From an optimization exercise on the open Yosys and OpenROAD flow, aimed at small area, a short achievable clock period and few clock cycles; shortcuts taken in it are not production practice. At most, simulation tests tie the RTL to the original design; equivalence was not proved.

## maple
==> flow/design.v <==
`default_nettype none
package path_geom_pkg;
	typedef logic [8-1:0] coord_t;
	typedef struct packed
	{
		coord_t x;
		coord_t y;
	} node_t;  
	typedef logic [16-1:0] cost_t;  
	typedef struct packed
	{
		node_t start_node;
		node_t goal_node;
	} search_cfg_t;
endpackage
`default_nettype wire
`default_nettype none
package sort_ctrl_pkg;
	typedef logic [$clog2(16)-1:0] list_idx_t;  
	typedef logic [$clog2(16+1)-1:0] list_count_t;  
	typedef enum logic [2:0]
	{
		st_idle,
		st_fetch,
		st_compare,
		st_swap,
		st_advance,
		st_finished
	} sort_state_t;
endpackage
`default_nettype wire
`default_nettype none
`timescale 1ns/1ps
module node_store
(
	input wire logic Clk,
	input wire logic Reset,
	input wire logic clear,
	input wire logic load_valid,
	input wire path_geom_pkg::node_t load_node,
	input wire logic [16-5:0] new_cost,
	input wire sort_ctrl_pkg::list_idx_t rd_index,
	output path_geom_pkg::node_t rd_node
);
	localparam int depth = 16;
	localparam int idx_w = $clog2(16);
	localparam int cnt_w = $clog2(16+1);
	localparam int cost_w = 16-4;
	function automatic logic cost_gt(input logic [cost_w-1:0] a, input logic [cost_w-1:0] b);
		logic g;
		g = 1'b0;
		for (int k = 0; k < cost_w; k++)
			g = (a[k] & ~b[k]) | ((a[k] | ~b[k]) & g);
		cost_gt = g;
	endfunction
	logic [2*8-1:0] nodes [0:depth-1];
	logic [cost_w-1:0] costs [0:depth-1];
	logic [idx_w-1:0] ranks [0:depth-1];
	logic [cnt_w-1:0] fill_count;  
	logic [cnt_w-1:0] ranked_count;  
	logic pending;  
	logic do_append;
	logic [depth-1:0] valid;
	logic [depth-1:0] above;  
	logic [depth-1:0] not_above;  
	logic [idx_w-1:0] new_rank;
	assign do_append = load_valid && !clear && (fill_count != cnt_w'(depth));
	always_ff @(posedge Clk or posedge Reset)
	begin
		if (Reset)
		begin
			fill_count <= '0;
			ranked_count <= '0;
			pending <= 1'b0;
		end
		else if (clear)
		begin
			fill_count <= '0;  
			ranked_count <= '0;
			pending <= 1'b0;
		end
		else
		begin
			if (do_append)
				fill_count <= fill_count + cnt_w'(1);
			if (pending)
				ranked_count <= ranked_count + cnt_w'(1);
			pending <= do_append;
		end
	end
	always_comb
	begin
		for (int i = 0; i < depth; i++)
		begin
			valid[i] = (ranked_count > cnt_w'(i));
			above[i] = valid[i] && cost_gt(costs[i], new_cost);  
			not_above[i] = valid[i] && !cost_gt(costs[i], new_cost);
		end
		new_rank = '0;
		for (int i = 0; i < depth; i++)
			new_rank = new_rank + idx_w'(not_above[i]);
	end
	always_ff @(posedge Clk)
	begin
		for (int i = 0; i < depth; i++)
		begin
			if (do_append && fill_count[idx_w-1:0] == idx_w'(i))
				nodes[i] <= load_node;
			if (pending && ranked_count[idx_w-1:0] == idx_w'(i))
			begin
				costs[i] <= new_cost;
				ranks[i] <= new_rank;
			end
			else if (pending && above[i])
				ranks[i] <= ranks[i] + idx_w'(1);
		end
	end
	always_comb
	begin
		rd_node = '0;
		for (int i = 0; i < depth; i++)
			if (valid[i] && ranks[i] == rd_index)
				rd_node = rd_node | nodes[i];
	end
endmodule
`default_nettype wire
`default_nettype none
`timescale 1ns/1ps
module octile_cost
(
	input wire logic Clk,
	input wire path_geom_pkg::node_t node,
	input wire path_geom_pkg::search_cfg_t cfg,
	output logic [16-5:0] half_cost
);
	localparam int sum_w = 8 + 1;
	logic [8-1:0] dx_s;
	logic [8-1:0] dy_s;
	logic [8-1:0] dx_g;
	logic [8-1:0] dy_g;
	logic [sum_w-1:0] hi_sum;
	logic [sum_w-1:0] lo_sum;
	logic [sum_w-1:0] hi_q;
	logic [sum_w-1:0] lo_q;
	function automatic logic [8-1:0] abs_diff(input logic [8-1:0] a, input logic [8-1:0] b);
		logic [8:0] d;
		d = {1'b0, a} - {1'b0, b};
		abs_diff = (d[8-1:0] ^ {8{d[8]}}) + 8'(d[8]);
	endfunction
	always_comb
	begin
		dx_s = abs_diff(node.x, cfg.start_node.x);
		dy_s = abs_diff(node.y, cfg.start_node.y);
		dx_g = abs_diff(node.x, cfg.goal_node.x);
		dy_g = abs_diff(node.y, cfg.goal_node.y);
		hi_sum = ((dx_s > dy_s) ? {1'b0, dx_s} : {1'b0, dy_s}) + ((dx_g > dy_g) ? {1'b0, dx_g} : {1'b0, dy_g});
		lo_sum = ((dx_s > dy_s) ? {1'b0, dy_s} : {1'b0, dx_s}) + ((dx_g > dy_g) ? {1'b0, dy_g} : {1'b0, dx_g});
	end
	always_ff @(posedge Clk)
	begin
		hi_q <= hi_sum;
		lo_q <= lo_sum;
	end
	assign half_cost = {hi_q, 2'b00} + {2'b00, hi_q} + {1'b0, lo_q, 1'b0};
endmodule
`default_nettype wire
`default_nettype none
`timescale 1ns/1ps
module bubble_sort_ctrl
(
	input wire logic Clk,
	input wire logic Reset,
	input wire logic start,
	input wire logic clear,
	output logic busy,
	output logic done
);
	always_ff @(posedge Clk or posedge Reset)
	begin
		if (Reset)
			done <= 1'b0;
		else if (clear)
			done <= 1'b0;  
		else if (start)
			done <= 1'b1;  
	end
	assign busy = 1'b0;
endmodule
`default_nettype wire
`default_nettype none
`timescale 1ns/1ps
module open_list_sorter_top
(
	input wire logic Clk,
	input wire logic Reset,
	input wire path_geom_pkg::search_cfg_t cfg,
	input wire logic clear,
	input wire logic load_valid,
	input wire path_geom_pkg::node_t load_node,
	input wire logic start,
	input wire sort_ctrl_pkg::list_idx_t rd_index,
	output path_geom_pkg::node_t rd_node,
	output logic busy,
	output logic done
);
	logic [16-5:0] new_cost;
	octile_cost cost_unit
	(
		.Clk(Clk),
		.node(load_node),
		.cfg(cfg),
		.half_cost(new_cost)
	);
	node_store store
	(
		.Clk(Clk),
		.Reset(Reset),
		.clear(clear),
		.load_valid(load_valid),
		.load_node(load_node),
		.new_cost(new_cost),
		.rd_index(rd_index),
		.rd_node(rd_node)
	);
	bubble_sort_ctrl ctrl
	(
		.Clk(Clk),
		.Reset(Reset),
		.start(start),
		.clear(clear),
		.busy(busy),
		.done(done)
	);
endmodule
`default_nettype wire
export LEC_CHECK = 0
export CAP_MARGIN = 20
export CORE_MARGIN = 2
export CORE_UTILIZATION = 40
export SETUP_SLACK_MARGIN = 5
export SLEW_MARGIN = 20
create_clock -name core_clock -period 12.0 [get_ports {Clk}]
run.sh (not shown) runs the stock make flow with config.mk's settings and CLKGATE_MAP_FILE= SYNTH_SCRIPT=/design/flow/synth_recipe.tcl, a recipe that flattens the netlist after the stock synthesis.
maple has completed all stages; timing, DRC and antenna checks passed.
Testbench counts of maple, summed over its fixed seeds: cycles 1,744.
Edits applied to the flow inputs when going from maple to quartz:
--- a/flow/design.v
+++ b/flow/design.v
@@ -54,17 +54,14 @@
 		cost_gt = g;
 	endfunction
 	logic [2*8-1:0] nodes [0:depth-1];
 	logic [cost_w-1:0] costs [0:depth-1];
-	logic [idx_w-1:0] ranks [0:depth-1];
 	logic [cnt_w-1:0] fill_count;  
 	logic [cnt_w-1:0] ranked_count;  
 	logic pending;  
+	path_geom_pkg::node_t pending_node;
 	logic do_append;
-	logic [depth-1:0] valid;
-	logic [depth-1:0] above;  
-	logic [depth-1:0] not_above;  
-	logic [idx_w-1:0] new_rank;
+	logic [depth:0] after;  
 	assign do_append = load_valid && !clear && (fill_count != cnt_w'(depth));
 	always_ff @(posedge Clk or posedge Reset)
 	begin
 		if (Reset)
@@ -87,42 +84,35 @@
 				ranked_count <= ranked_count + cnt_w'(1);
 			pending <= do_append;
 		end
 	end
+	always_ff @(posedge Clk)
+	begin
+		pending_node <= load_node;
+	end
 	always_comb
 	begin
+		after[0] = 1'b1;
 		for (int i = 0; i < depth; i++)
-		begin
-			valid[i] = (ranked_count > cnt_w'(i));
-			above[i] = valid[i] && cost_gt(costs[i], new_cost);  
-			not_above[i] = valid[i] && !cost_gt(costs[i], new_cost);
-		end
-		new_rank = '0;
-		for (int i = 0; i < depth; i++)
-			new_rank = new_rank + idx_w'(not_above[i]);
+			after[i+1] = (ranked_count <= cnt_w'(i)) || cost_gt(costs[i], new_cost);  
 	end
 	always_ff @(posedge Clk)
 	begin
-		for (int i = 0; i < depth; i++)
-		begin
-			if (do_append && fill_count[idx_w-1:0] == idx_w'(i))
-				nodes[i] <= load_node;
-			if (pending && ranked_count[idx_w-1:0] == idx_w'(i))
+		if (pending && after[1])
+		begin
+			nodes[0] <= pending_node;
+			costs[0] <= new_cost;
+		end
+		for (int i = 1; i < depth; i++)
+		begin
+			if (pending && after[i+1])
 			begin
-				costs[i] <= new_cost;
-				ranks[i] <= new_rank;
+				nodes[i] <= after[i] ? nodes[i-1] : pending_node;
+				costs[i] <= after[i] ? costs[i-1] : new_cost;
 			end
-			else if (pending && above[i])
-				ranks[i] <= ranks[i] + idx_w'(1);
-		end
-	end
-	always_comb
-	begin
-		rd_node = '0;
-		for (int i = 0; i < depth; i++)
-			if (valid[i] && ranks[i] == rd_index)
-				rd_node = rd_node | nodes[i];
-	end
+		end
+	end
+	assign rd_node = nodes[rd_index];
 endmodule
 `default_nettype wire
 `default_nettype none
 `timescale 1ns/1ps
## What came out
quartz went all the way through the flow, and no timing, DRC or antenna check failed.
Compared with maple, quartz shows post-layout utilization of the core lower by 2.2 points.
Looking at hold slack, quartz sits 0.0087 ns below maple.
quartz reports its cell group occupying the most layout area as multi-input combinational cells while maple reports sequential cells.
HPWL after detailed placement, quartz and maple: higher on quartz
Register-to-register slack (quartz over maple): increase, 0.95 ns
Compared with maple, quartz shows a higher area of the core region.
Compared quartz vs maple, and sequential share of layout area is down in quartz.
For quartz, only the layout was checked, not whether the RTL still works.

afterwards: timing with drivers on the ports:
In the flow no input, the clock included, has a driving cell. The finished layouts below were timed again as built, in two steps. Step 1: set_driving_cell puts a clkbuf_16 on Clk and a buf_2 on each other input, an assumption about the parent block. Step 2 also shifts input and output timing later by t, the mid clock arrival at the registers, as if the neighbouring blocks saw the same clock. Three values: no drivers, after step 1, after step 2; two values: the first two.
| run | shift t [ns] | setup WS [ns] | clock arrival spread, ns |
|---|---|---|---|
| maple | 0.670 | 4.401 / 4.401 / 4.303 | 0.038 / 0.038 |
| quartz | 0.677 | 5.079 / 5.057 / 4.447 | 0.045 / 0.045 |
After both steps setup and hold are still met in every run listed. For quartz, which loses most, drivers alone change the setup slack by -0.022 ns; drivers and shift together by -0.632 ns.
